From an optimization exercise on the open Yosys and OpenROAD flow, aimed at small area; shortcuts taken in it are not production practice.
In this exercise RTL edits were held to simulation tests only and were not proved equivalent to the original.
No driver is modelled on the clock port, so clocking that relies on it looks cheaper here than on a real chip.

// regfile_sb
module regfile_sb
#(
  parameter int DATA_W = regfile_pkg::DEFAULT_DATA_W,   
  parameter int ADDR_W = regfile_pkg::DEFAULT_ADDR_W,   
  parameter int NREAD  = 2
) (
  input  logic                    clock,
  input  logic                    reset,
  input  logic                    we,
  input  logic [ADDR_W-1:0]       waddr,
  input  logic [DATA_W-1:0]       wdata,
  input  logic [NREAD*ADDR_W-1:0] raddr,
  output logic [NREAD*DATA_W-1:0] rdata,
  input  logic                    busy_set,
  input  logic [ADDR_W-1:0]       busy_addr,
  output logic [NREAD-1:0]        pending,
  output logic                    stall
);
  localparam int DEPTH = 2**ADDR_W;
  logic              phase_r;
  logic [DATA_W-1:0] mem_r   [DEPTH-1:1];
  logic [DATA_W-1:0] mem_nxt [DEPTH-1:1];
  logic [DEPTH-1:0]  busy_s;
  logic [DEPTH-1:1]  ld;
  logic [DEPTH-1:1]  ld_n;
  logic [DEPTH-1:1]  keep;
  logic [DATA_W-1:0] wbus;
  logic              wr_en;
  logic              set_en;
  assign wr_en = we & ~reset;
  rf_onehot_dec u_wdec (
    .en   (wr_en),
    .addr (waddr),
    .reset(reset),
    .ld   (ld),
    .ld_n (ld_n),
    .keep (keep)
  );
  for (genvar b = 0; b < DATA_W; b++) begin : g_wbus
    logic wbus_n;
    rf_xnor2 u_x   (.a (wdata[b]), .b (phase_r), .y (wbus_n));
    rf_inv   u_drv (.a (wbus_n), .y (wbus[b]));
  end
  always_ff @(posedge clock) begin
    phase_r <= ~(phase_r | reset);
  end
  for (genvar i = 1; i < DEPTH; i++) begin : g_word
    for (genvar b = 0; b < DATA_W; b++) begin : g_bit
      rf_bit_next u_nxt (
        .q    (mem_r[i][b]),
        .ld   (ld[i]),
        .ld_n (ld_n[i]),
        .wbus (wbus[b]),
        .d    (mem_nxt[i][b])
      );
    end
  end
  always_ff @(posedge clock) begin
    for (int i = 1; i < DEPTH; i++) begin
      mem_r[i] <= mem_nxt[i];
    end
  end
  ...
==> flow/config.mk <==
export PLATFORM = sky130hd
export DESIGN_NAME = regfile_sb
export DESIGN_NICKNAME = regfile_sb
export VERILOG_FILES = /design/flow/design.v
export SDC_FILE = /design/flow/constraint.sdc
export NUM_CORES = 8
export LEC_CHECK = 0
export CAP_MARGIN = 20
export CORE_MARGIN = 2
export CORE_UTILIZATION = 45
export CTS_CLUSTER_DIAMETER = 100
export CTS_CLUSTER_SIZE = 24
export SLEW_MARGIN = 20
export SYNTH_HIERARCHICAL = 1
export SYNTH_MINIMUM_KEEP_SIZE = 0
==> flow/constraint.sdc <==
create_clock -name core_clock -period 7.0 [get_ports {clock}]
set_input_delay 1.4000 -clock core_clock [delete_from_list [all_inputs] [get_ports {clock}]]
set_output_delay 1.4000 -clock core_clock [all_outputs]
set_load 0.01 [all_outputs]
standard.sh (not shown) runs the stock make flow with config.mk's settings and CLKGATE_MAP_FILE= SYNTH_SCRIPT=/design/flow/synth_recipe.tcl, a recipe that flattens the netlist after the stock synthesis.
==> flow/flow/run.sh <==
#!/bin/bash
# Layout flow: the standard flow (standard.sh: unchanged synthesis,
# floorplan, power grid, placement, CTS and routing) with these changes:
#  - the input and output port buffers are the library's smallest buffer
#    (buf_1) rather than the delay buffer the resizer picks by default;
#  - timing-driven global placement does not keep its trial buffering
#    (GPL_KEEP_OVERFLOW=0); instead pre_resize.tcl sizes the inverters that
#    drive the wide-fanout nets before the usual repair_design;
#  - CTS builds a clustered tree (26 sinks, 100 um) without dummy loads.
# Runs in the standard flow's work folder; make's full output goes to standard_flow.log,
# and ORFS keeps each step's log under orfs/logs/.
set -euo pipefail
here=$(pwd)
bash standard.sh \
  "BUFFER_PORTS_ARGS=-buffer_cell sky130_fd_sc_hd__buf_1" \
  "GPL_KEEP_OVERFLOW=0" \
  "PRE_RESIZE_TCL=$here/flow/pre_resize.tcl" \
  "CTS_ARGS=-sink_clustering_enable -repair_clock_nets -sink_clustering_size 26 -sink_clustering_max_diameter 100 -dont_use_dummy_load" \
  finish > standard_flow.log 2>&1
test -s out/final.def
==> flow/flow/pre_resize.tcl <==
# Before repair_design: give the inverters that drive a wide fanout (the
# read selects, load enables and write bus) the drive they need, so the
# repair does not have to add buffers after them.
set n_up 0
foreach inst [get_cells -filter "ref_name==sky130_fd_sc_hd__inv_1"] {
  set out [get_pins -of_objects $inst -filter "direction==output"]
  set net [get_nets -of_objects $out]
  set fo [llength [get_pins -of_objects $net -filter "direction==input"]]
  if {$fo >= 8} {
    replace_cell $inst sky130_fd_sc_hd__inv_4
    incr n_up
  }
}
puts "pre_resize: upsized $n_up wide-fanout inverters"
The starting point finished clean.
Next try:
--- a/flow/flow/run.sh
+++ b/flow/flow/run.sh
@@ -9 +9,3 @@
-#  - CTS builds a clustered tree (26 sinks, 100 um) without dummy loads.
+#  - CTS builds the same clustered tree (24 sinks, 100 um) without dummy
+#    loads;
+#  - after CTS, post_cts.tcl downsizes cells on paths with timing slack.
@@ -18 +20,2 @@
-  "CTS_ARGS=-sink_clustering_enable -repair_clock_nets -sink_clustering_size 26 -sink_clustering_max_diameter 100 -dont_use_dummy_load" \
+  "CTS_ARGS=-sink_clustering_enable -repair_clock_nets -sink_clustering_size 24 -sink_clustering_max_diameter 100 -dont_use_dummy_load" \
+  "POST_CTS_TCL=$here/flow/post_cts.tcl" \
==> flow/flow/post_cts.tcl (new file) <==
# Area recovery after CTS: downsize cells on paths with timing slack
# (repair_timing's power recovery), then legalize the placement again.
estimate_parasitics -placement
repair_timing -recover_power 100 -setup_margin 0.3 -verbose
detailed_placement
check_placement -verbose
estimate_parasitics -placement
report_design_area
The new run produced a clean layout.
Non-clock buffer count is higher by 31.
Wire length is about the same.
Area after synthesis is unchanged.
Flip-flop and latch count stays the same.
Via count hardly moves.

-- re-timing with driven ports --
The flow's constraints put no driver on any port. The routed layouts listed below were extracted and timed again, unchanged, in two steps.
Step 1 sets driving cells, clkbuf_16 on the clock port and buf_2 on the other inputs (assumed; they add their load-dependent delay and slew).
Step 2 times the ports against the registers' clock, not the clock port: input delays grow and output delays shrink by t, the midpoint of the rising clock arrivals with the driver on.
Slacks: no drivers / after step 1 / after step 2; pairs: no drivers / after step 1.
| run | t, ns | setup slack, ns | worst setup path after step 2 | clock arrival spread, ns |
|---|---|---|---|---|
| the first run | 0.712 | 1.263 / 1.225 / 1.225 | input to output | 0.040 / 0.040 |
| the second run | 0.703 | 1.330 / 1.293 / 1.293 | input to output | 0.033 / 0.033 |
After both steps every run listed still meets setup and hold. The setup slack of the first run, which loses most, moves by -0.038 ns with the drivers and by -0.038 ns with both steps.
